Background: an optimization exercise with open tools, aiming at a short achievable clock period and few clock cycles per item. Do not read the settings as production practice. In this exercise RTL edits were held to simulation tests only and were not proved equivalent to the original. No activity file was given, so power comes from the tool's default toggle rates.

**design.v**
```verilog
package cpuPkg;
	localparam int dataWidth = 32;
	localparam int regAddrWidth = 5;
	localparam int memWords = 256;  
	typedef enum logic [5:0]
	{
		opRtype = 6'b000000,
		opJ = 6'b000010,
		opAddi = 6'b001000,
		opAddiu = 6'b001001,
		opSlti = 6'b001010,
		opXori = 6'b001110,
		opLui = 6'b001111,
		opLw = 6'b100011,
		opSw = 6'b101011
	} opcode_e;
	typedef enum logic [5:0]
	{
		fnRotr = 6'b000010,  
		fnSrav = 6'b000111,
		fnAdd = 6'b100000,
		fnSub = 6'b100010,
		fnSubu = 6'b100011,
		fnNor = 6'b100111,
		fnSltu = 6'b101011
	} funct_e;
	typedef enum logic [3:0]
	{
		aluAdd, aluAddu, aluSub, aluSubu,
		aluSlt, aluSltu,
		aluXor, aluNor, aluPassB,
		aluSra, aluRotr
	} aluOp_e;
	typedef enum logic {srcAPc, srcAReg} srcA_e;
	typedef enum logic [1:0] {srcBReg, srcBFour, srcBImm, srcBUpper} srcB_e;
	typedef enum logic {pcAlu, pcJump} pcSrc_e;
	typedef enum logic {wbRes, wbMem} wbSrc_e;
	typedef enum logic {dstRt, dstRd} regDst_e;
	typedef enum logic [2:0]
	{
		stFetch, stDecode, stExecute, stMemAddr, stMemRead, stWriteBack, stMemWrite
	} state_e;
	typedef struct packed
	{
		logic pcWrite;
		logic irWrite;
		logic resWrite;
		srcA_e srcA;
		srcB_e srcB;
		logic signExt;  
		aluOp_e aluOp;
		logic shiftVar;  
		pcSrc_e pcSrc;
		wbSrc_e wbSrc;
		regDst_e regDst;
		logic regWrite;
		logic memWrite;
		logic useResAddr;  
	} ctrl_t;
	typedef struct packed
	{
		logic [dataWidth-1:0] addr;
		logic [dataWidth-1:0] wdata;
		logic we;
	} memReq_t;
	typedef struct packed
	{
		logic en;
		logic [regAddrWidth-1:0] addr;
		logic [dataWidth-1:0] data;
	} regWrite_t;
endpackage
`timescale 1ns/1ns
module executeUnit
(
	input logic [cpuPkg::dataWidth-1:0] a,
	input logic [cpuPkg::dataWidth-1:0] b,
	input logic [cpuPkg::regAddrWidth-1:0] shamt,
	input cpuPkg::aluOp_e aluOp,
	output logic [cpuPkg::dataWidth-1:0] result,
	output logic overflow
);
	logic [cpuPkg::dataWidth-1:0] sum;
	logic [cpuPkg::dataWidth-1:0] diff;
	logic addOv;
	logic subOv;
	logic [2*cpuPkg::dataWidth-1:0] doubled;
	logic [cpuPkg::dataWidth-1:0] rotated;
	logic [cpuPkg::dataWidth-1:0] arith;
	assign sum = a + b;
	assign diff = a - b;
	assign addOv = (a[cpuPkg::dataWidth-1] == b[cpuPkg::dataWidth-1]) && (sum[cpuPkg::dataWidth-1] != a[cpuPkg::dataWidth-1]);
	assign subOv = (a[cpuPkg::dataWidth-1] != b[cpuPkg::dataWidth-1]) && (diff[cpuPkg::dataWidth-1] != a[cpuPkg::dataWidth-1]);
	assign doubled = {b, b} >> shamt;  
	assign rotated = doubled[cpuPkg::dataWidth-1:0];
	assign arith = $signed(b) >>> shamt;
	always_comb
	begin
		overflow = 1'b0;
		case (aluOp)
			cpuPkg::aluAdd:
			begin
				result = sum;
				overflow = addOv;
			end
			cpuPkg::aluAddu: result = sum;
			cpuPkg::aluSub:
			begin
				result = diff;
				overflow = subOv;
			end
			cpuPkg::aluSubu: result = diff;
			cpuPkg::aluSlt: result = {{(cpuPkg::dataWidth-1){1'b0}}, $signed(a) < $signed(b)};
			cpuPkg::aluSltu: result = {{(cpuPkg::dataWidth-1){1'b0}}, a < b};
			cpuPkg::aluXor: result = a ^ b;
			cpuPkg::aluNor: result = ~(a | b);
			cpuPkg::aluPassB: result = b;  
			cpuPkg::aluSra: result = arith;
			cpuPkg::aluRotr: result = rotated;
			default: result = '0;
		endcase
	end
endmodule
`timescale 1ns/1ns
module registerFile
(
	input logic clk,
	input logic rstN,
	input logic [cpuPkg::regAddrWidth-1:0] rsAddr,
	input logic [cpuPkg::regAddrWidth-1:0] rtAddr,
	input cpuPkg::regWrite_t wr,
	output logic [cpuPkg::dataWidth-1:0] rsData,
	output logic [cpuPkg::dataWidth-1:0] rtData
);
	logic [cpuPkg::dataWidth-1:0] regs [2**cpuPkg::regAddrWidth];
	always_ff @(posedge clk)
	begin
		if (!rstN)
		begin
			for (int i = 0; i < 2**cpuPkg::regAddrWidth; i++)
				regs[i] <= '0;
		end
		else if (wr.en && wr.addr != '0)
			regs[wr.addr] <= wr.data;  
	end
	assign rsData = regs[rsAddr];
	assign rtData = regs[rtAddr];
endmodule
`timescale 1ns/1ns
module controlFsm
(
	input logic clk,
	input logic rstN,
	input logic [11:0] instrHead,  
	input logic overflow,
	output cpuPkg::ctrl_t ctrl
);
	cpuPkg::state_e state;
	cpuPkg::state_e nextState;
	logic [5:0] opcode;
	logic [5:0] funct;
	logic known;  
	cpuPkg::aluOp_e instrOp;
	cpuPkg::srcB_e instrSrcB;
	logic instrSignExt;
	assign opcode = instrHead[11:6];
	assign funct = instrHead[5:0];
	always_comb
	begin
		known = 1'b1;
		instrOp = cpuPkg::aluAddu;
		instrSrcB = cpuPkg::srcBImm;
		instrSignExt = 1'b1;
		case (opcode)
			cpuPkg::opRtype:
			begin
				instrSrcB = cpuPkg::srcBReg;
				case (funct)
					cpuPkg::fnAdd: instrOp = cpuPkg::aluAdd;
					cpuPkg::fnSub: instrOp = cpuPkg::aluSub;
					cpuPkg::fnSubu: instrOp = cpuPkg::aluSubu;
					cpuPkg::fnSltu: instrOp = cpuPkg::aluSltu;
					cpuPkg::fnNor: instrOp = cpuPkg::aluNor;
					cpuPkg::fnSrav: instrOp = cpuPkg::aluSra;
					cpuPkg::fnRotr: instrOp = cpuPkg::aluRotr;
					default: known = 1'b0;
				endcase
			end
			cpuPkg::opAddi: instrOp = cpuPkg::aluAdd;
			cpuPkg::opSlti: instrOp = cpuPkg::aluSlt;
			cpuPkg::opXori:
			begin
				instrOp = cpuPkg::aluXor;
				instrSignExt = 1'b0;  
			end
			cpuPkg::opLui:
			begin
				instrOp = cpuPkg::aluPassB;
				instrSrcB = cpuPkg::srcBUpper;
			end
			cpuPkg::opAddiu, cpuPkg::opLw, cpuPkg::opSw, cpuPkg::opJ: instrOp = cpuPkg::aluAddu;  
			default: known = 1'b0;
		endcase
	end
	always_comb
	begin
		nextState = cpuPkg::stFetch;
		case (state)
			cpuPkg::stFetch: nextState = cpuPkg::stDecode;
			cpuPkg::stDecode:
			begin
				if (!known)
					nextState = cpuPkg::stFetch;  
				else if (opcode == cpuPkg::opLw || opcode == cpuPkg::opSw)
					nextState = cpuPkg::stMemAddr;
				else
					nextState = cpuPkg::stExecute;
			end
			cpuPkg::stExecute: nextState = (opcode == cpuPkg::opJ) ? cpuPkg::stFetch : cpuPkg::stWriteBack;
			cpuPkg::stMemAddr: nextState = (opcode == cpuPkg::opLw) ? cpuPkg::stMemRead : cpuPkg::stMemWrite;
			cpuPkg::stMemRead: nextState = cpuPkg::stWriteBack;
			default: nextState = cpuPkg::stFetch;  
		endcase
	end
	always_ff @(posedge clk)
	begin
		if (!rstN)
			state <= cpuPkg::stFetch;
		else
			state <= nextState;
	end
	always_comb
	begin
		ctrl = '0;
		ctrl.srcA = cpuPkg::srcAReg;
		ctrl.srcB = instrSrcB;
		ctrl.signExt = instrSignExt;
		ctrl.aluOp = instrOp;  
		ctrl.shiftVar = (funct == cpuPkg::fnSrav);
		ctrl.pcSrc = cpuPkg::pcAlu;
		ctrl.wbSrc = (opcode == cpuPkg::opLw) ? cpuPkg::wbMem : cpuPkg::wbRes;
		ctrl.regDst = (opcode == cpuPkg::opRtype) ? cpuPkg::dstRd : cpuPkg::dstRt;
		case (state)
			cpuPkg::stFetch:
			begin
				ctrl.srcA = cpuPkg::srcAPc;
				ctrl.srcB = cpuPkg::srcBFour;
				ctrl.aluOp = cpuPkg::aluAddu;  
				ctrl.pcWrite = 1'b1;
				ctrl.irWrite = 1'b1;
			end
			cpuPkg::stExecute:
			begin
				if (opcode == cpuPkg::opJ)
				begin
					ctrl.pcSrc = cpuPkg::pcJump;
					ctrl.pcWrite = 1'b1;
				end
				else
					ctrl.resWrite = 1'b1;
			end
			cpuPkg::stMemAddr: ctrl.resWrite = 1'b1;
			cpuPkg::stMemRead: ctrl.useResAddr = 1'b1;
			cpuPkg::stMemWrite:
			begin
				ctrl.useResAddr = 1'b1;
				ctrl.memWrite = 1'b1;
			end
			cpuPkg::stWriteBack:
			begin
				ctrl.useResAddr = (opcode == cpuPkg::opLw);
				ctrl.regWrite = !overflow;  
			end
			default: ctrl.resWrite = 1'b0;  
		endcase
	end
endmodule
`timescale 1ns/1ns
module datapath
(
	input logic clk,
	input logic rstN,
	input cpuPkg::ctrl_t ctrl,
	input logic [cpuPkg::dataWidth-1:0] memRdata,
	output cpuPkg::memReq_t memReq,
	output cpuPkg::regWrite_t regWr,
	output logic [11:0] instrHead,
	output logic overflow
);
	logic [cpuPkg::dataWidth-1:0] pc;
	logic [cpuPkg::dataWidth-1:0] ir;
	logic [cpuPkg::dataWidth-1:0] res;  
	logic [cpuPkg::dataWidth-1:0] rsData;
	logic [cpuPkg::dataWidth-1:0] rtData;
	logic [cpuPkg::dataWidth-1:0] aluA;
	logic [cpuPkg::dataWidth-1:0] aluB;
	logic [cpuPkg::dataWidth-1:0] aluResult;
	logic [cpuPkg::dataWidth-1:0] immExt;
	logic [cpuPkg::dataWidth-1:0] nextPc;
	logic [cpuPkg::regAddrWidth-1:0] shamt;
	registerFile regFile
	(
		.clk(clk),
		.rstN(rstN),
		.rsAddr(ir[25:21]),
		.rtAddr(ir[20:16]),
		.wr(regWr),
		.rsData(rsData),
		.rtData(rtData)
	);
	executeUnit exec
	(
		.a(aluA),
		.b(aluB),
		.shamt(shamt),
		.aluOp(ctrl.aluOp),
		.result(aluResult),
		.overflow(overflow)
	);
	assign immExt = ctrl.signExt ? {{16{ir[15]}}, ir[15:0]} : {16'h0000, ir[15:0]};
	assign aluA = (ctrl.srcA == cpuPkg::srcAPc) ? pc : rsData;
	always_comb
	begin
		case (ctrl.srcB)
			cpuPkg::srcBReg: aluB = rtData;
			cpuPkg::srcBFour: aluB = 32'd4;
			cpuPkg::srcBImm: aluB = immExt;
			default: aluB = {ir[15:0], 16'h0000};  
		endcase
	end
	assign shamt = ctrl.shiftVar ? rsData[cpuPkg::regAddrWidth-1:0] : ir[10:6];  
	assign nextPc = (ctrl.pcSrc == cpuPkg::pcJump) ? {pc[31:28], ir[25:0], 2'b00} : aluResult;
	always_ff @(posedge clk)
	begin
		if (!rstN)
		begin
			pc <= '0;
			ir <= '0;
		end
		else
		begin
			if (ctrl.pcWrite)
				pc <= nextPc;
			if (ctrl.irWrite)
				ir <= memRdata;
		end
	end
	always_ff @(posedge clk)
	begin
		if (ctrl.resWrite)
			res <= aluResult;
	end
	assign instrHead = {ir[31:26], ir[5:0]};
	assign memReq.addr = ctrl.useResAddr ? res : pc;  
	assign memReq.wdata = rtData;
	assign memReq.we = ctrl.memWrite;
	assign regWr.en = ctrl.regWrite;
	assign regWr.addr = (ctrl.regDst == cpuPkg::dstRd) ? ir[15:11] : ir[20:16];
	assign regWr.data = (ctrl.wbSrc == cpuPkg::wbMem) ? memRdata : res;
endmodule
`timescale 1ns/1ns
module cpuTop
(
	input logic clk,
	input logic rstN,
	input logic [cpuPkg::dataWidth-1:0] memRdata,  
	output cpuPkg::memReq_t memReq,
	output cpuPkg::regWrite_t regWr
);
	cpuPkg::ctrl_t ctrl;
	logic [11:0] instrHead;
	logic overflow;
	controlFsm fsm
	(
		.clk(clk),
		.rstN(rstN),
		.instrHead(instrHead),
		.overflow(overflow),
		.ctrl(ctrl)
	);
	datapath dp
	(
		.clk(clk),
		.rstN(rstN),
		.ctrl(ctrl),
		.memRdata(memRdata),
		.memReq(memReq),
		.regWr(regWr),
		.instrHead(instrHead),
		.overflow(overflow)
	);
endmodule
```
**run.sh**
```bash
#!/bin/bash
# synth_recipe.tcl (not shown) runs the flow's synth.tcl, then flattens the netlist and writes it again
# the make line also repeats each setting of config.mk as NAME=value (left out here)
make -C /OpenROAD-flow-scripts/flow DESIGN_CONFIG=/design/flow/config.mk WORK_HOME=/design/flow/orfs CLKGATE_MAP_FILE= SYNTH_SCRIPT=/design/flow/synth_recipe.tcl finish
```
**config.mk**
```make
export PLATFORM = sky130hd
export DESIGN_NAME = cpuTop
export DESIGN_NICKNAME = cpuTop
export VERILOG_FILES = /design/flow/design.v
export SDC_FILE = /design/flow/constraint.sdc
export NUM_CORES = 4
export LEC_CHECK = 0
export CAP_MARGIN = 20
export CORE_MARGIN = 2
export CORE_UTILIZATION = 40
export SLEW_MARGIN = 20
```
**constraint.sdc**
```tcl
create_clock -name core_clock -period 11.0 [get_ports {clk}]
set_input_delay 2.2000 -clock core_clock [delete_from_list [all_inputs] [get_ports {clk}]]
set_output_delay 2.2000 -clock core_clock [all_outputs]
set_load 0.01 [all_outputs]
```
==> impl_metrics.tcl <==
set metrics [dict create \
    hp-class "reg2reg" \
    hold_viol_final 0 \
    grt_setup_unrepaired "no" \
    synth_top_area_share_pct 48.2 \
    first_pass_iters 6 \
    grt_pass1_vias 50700 \
    antenna_found_initial 6 \
    synth_largest_area_cell "edfxtp_1" \
    outcome "complete, no violations" \
    tightest_slew_ns 1.25 \
    drv_slew 0 \
    holdPathEnd "dp.pc[1]" \
    synth-compound-area-share_pct 10.2 \
    synth-xor-area-share_pct 0.280 \
    syn_inst 5628 \
    numClockSinks 1133 \
    track_usage_pct 33.2 \
    fin_crit_sh_pct 98.3 \
    final_nets 5797 \
    path_common_cell "nand2_1" \
    synthMuxAreaShare_pct 21.5 \
    avgSynthCellArea_um2 11.7 \
    ys_types 105 \
    postSynth.asyncResetShare_pct 0 \
    die_h_um 410 \
    vias 52200 \
    cp_cell_sequence "buf_4 > mux2i_1 > a22oi_1 > nand2_1 > o21ai_0 > o32ai_1 > nand2b_1 > ha_1 > nor4_1 > nand2_1 > a211oi_1 > o211a_1 > o311a_1 > a311o_1 > xnor2_1 > nor2_1 > o21ai_4 > and4_1 > clkdlybuf4s50_1" \
    synth_area_leaders "edfxtp_1 (48%), mux4_2 (11%), mux2i_1 (9.8%)" \
    path_clk_slew_ns 0.06 \
    place_hpwl_um 186000 \
    fin_skew_ns 0.0416 \
    rows 148 \
    dp_slack_ns 1.31 \
    slowest_delay_ns 0.96 \
    critPathMaxFanout 65 \
    fp.dieW_um 410 \
    syn2layout_area_growth_pct 13.7 \
    finalSetupViolCount 0 \
    pin_count 137 \
    routed_via_density 6.57 \
    cpMaxStageDelayCell "buf_4" \
    critPathKind "reg2out" \
    start_util_pct 40.4 \
    worstPathArrival_ns 8.61 \
    grt-ovfl-total 0 \
    final-seq-area_mm2 0.0333 \
    synth_top_family_by_area "multiplexers" \
    cts_resized 0 \
    dr.first_iter.drc_count 7957 \
    cts_made_buffers 131 \
    multi_input_area_mm2 0.0304 \
    core_area_mm2 0.163 \
    worst_r2r_path_depth 21 \
    ys_ff_latch 1133 \
    endpoint_kind "output pin" \
    pwr_density_cell_mw_per_mm2 178 \
    fp.dieArea_mm2 0.168 \
    syn_area_mm2 0.0658 \
    htreeDepth 4 \
    io_buffers 136 \
    fin_ws_ns 0.187 \
    place.gp.congestion 1.01 \
    cts_root_buf "clkbuf_16" \
    max_freq_mhz 92.5 \
    critical-path-top-delay-family "compound AO/OA/AOI/OAI gates" \
    grt_max_degree 91 \
    hold_depth 2 \
    synth_flop_cell "edfxtp_1" \
    rrSetupSlack_ns 1.49 \
    power.leakage_nw 26.9 \
    cts_hold_buffers 0 \
    routedWlPerCell_um 35.7 \
    ctsLongestPathBuffers 3 \
    tns_ns 0 \
    synth-seq-area-share_pct 50.6 \
    drc 0 \
    start_kind "register" \
    synth_warnings 4 \
    clk_latency_ns 0.81 \
    synth.most_common_cell "nor2_1" \
    synth-adder-area-share_pct 1.87 \
    synth_edf_count 1056 \
    grt_pass1_wl_um 393000 \
    cts_tree "yes" \
    finalWirelength_um 284000 \
    r2r-end "dp.regFile.regs[1][26]" \
    synth_top_cells_by_count "nor2_1 (1126), edfxtp_1 (1056), mux2i_1 (646)" \
    ir_drop_uv 131 \
    fill_cells 14800 \
    min_period_ns 10.81 \
    drive_above_1_share_pct 17.1 \
    cp_data_required_time_ns 8.80 \
    hp-start "dp.pc[1]" \
    maxCapViolations 0 \
    yosys.area_share.simple_pct 11.0 \
    ant_nets 0 \
    slew_headroom_pct 16.1 \
    post-cts-setup-buffer-count 0 \
    path_buf_inv 2 \
]
## metal layers
layer / GRT usage [%] / share of wire (%)
met2: 51.2 / 45
met3: 8.98 / 12
met5: 0 / 0.083
met1: 41.6 / 35
met4: 20.3 / 7.2
## per-stage QoR
stage	cells	power [mW]	hold WS, ns	area [µm²]	utilization (%)
final	7948	13.3	0.471	74800	45.9
after global routing	7941	13.7	0.507	74700	45.9
after CTS	7933	13.2	0.474	74600	45.8
after detailed placement	7701	8.91	0.467	70400	43.2
after global placement	7701	8.90	0.458	70300	43.2
after floorplan	5659	7.35	0.442	65900	-
## cell type report
class / instances / share of cell area (%)
multi-input combinational: 3863 / 40.7
inverter: 141 / 0.711
sequential: 1133 / 44.5
clock inverter: 74 / 0.982
timing repair buffer: 396 / 4.82
clock buffer: 158 / 4.62
tap: 2175 / 3.64
antenna: 8 / 0.0268
## placed cells by master (no fill, tap or decap), types with 45 or more instances in the layout
cell type,count
o21ai_0,114
edfxtp_1,1056
buf_4,240
a21oi_1,238
mux2_2,45
clkdlybuf4s50_1,135
clkbuf_16,135
nor2_1,1124
nand2_1,247
dfxtp_1,70
ha_1,95
nand3_1,65
mux2i_1,611
inv_1,139
mux4_2,307
a22oi_1,312
## where the power goes
group,total [mW],internal (mW),switching (mW)
logic,3.86,1.37,2.48
registers,5.11,4.92,0.182
clock network,4.37,2.50,1.87
## registers in the layout, summed over array words and instances, names as in the netlist, named ones only
name             count
dp.pc               32
dp.ir               32
dp.res              32
dp.regFile.regs   1024
fsm.state            3
## how the worst max path moves through the flow
stage	slack [ns]	from	cells past startpoint	to
2_1_floorplan	2.51	register	26	regWr[37]
3_3_place_gp	1.15	register	19	regWr[37]
3_5_place_dp	1.31	register	18	regWr[37]
4_1_cts	0.43	register	19	regWr[37]
5_1_grt	0.15	register	19	regWr[37]
6_report	0.19	register	19	regWr[37]
## kinds of logic (layout without fill, tap and decap cells)
group	Yosys count	after routing
AND/OR/NAND/NOR	1717	1717
flip-flops	1133	1133
multiplexers	1009	1009
AO/OA/AOI/OAI	987	987
buffers and inverters	663	769
adder cells (fa/ha/maj)	97	97
XOR/XNOR	21	21
other	1	40
## tightest hold or removal path: stages (launching register included)
cell and delay (ns):
dfxtp_1 0.32, nand2_1 0.06, a21oi_1 0.05
Testbench counts, summed over its fixed seeds: cycles 18,758, instrs 4,693.

==> port drivers added, routing unchanged <==
The flow's constraints put no driver on any port. The routed layout listed below was extracted and timed again, unchanged, in two steps.
Step 1 (the two cells are an assumption about what drives the block):
set clk [get_ports {clk}]
set_driving_cell -lib_cell sky130_fd_sc_hd__clkbuf_16 $clk
set_driving_cell -lib_cell sky130_fd_sc_hd__buf_2 [delete_from_list [all_inputs] $clk]
Step 2 adds t to the input delays and takes it off the output delays; t is the mean of the earliest and latest rising clock arrival at the registers after step 1. Input paths then give back, and output paths get back, about the clock's delay inside the block.
Slacks: no drivers / after step 1 / after step 2; pairs: no drivers / after step 1.
t (ns): 0.865
slack for setup (ns): 0.187 / 0.112 / 0.977
hold WS [ns]: 0.471 / 0.471 / 0.471
clock arrival spread, ns: 0.042 / 0.041
pins driven straight from the clock port: 1
After both steps setup and hold are still met in this run. The setup slack of this run moves by -0.075 ns with the drivers and by +0.790 ns with both steps.
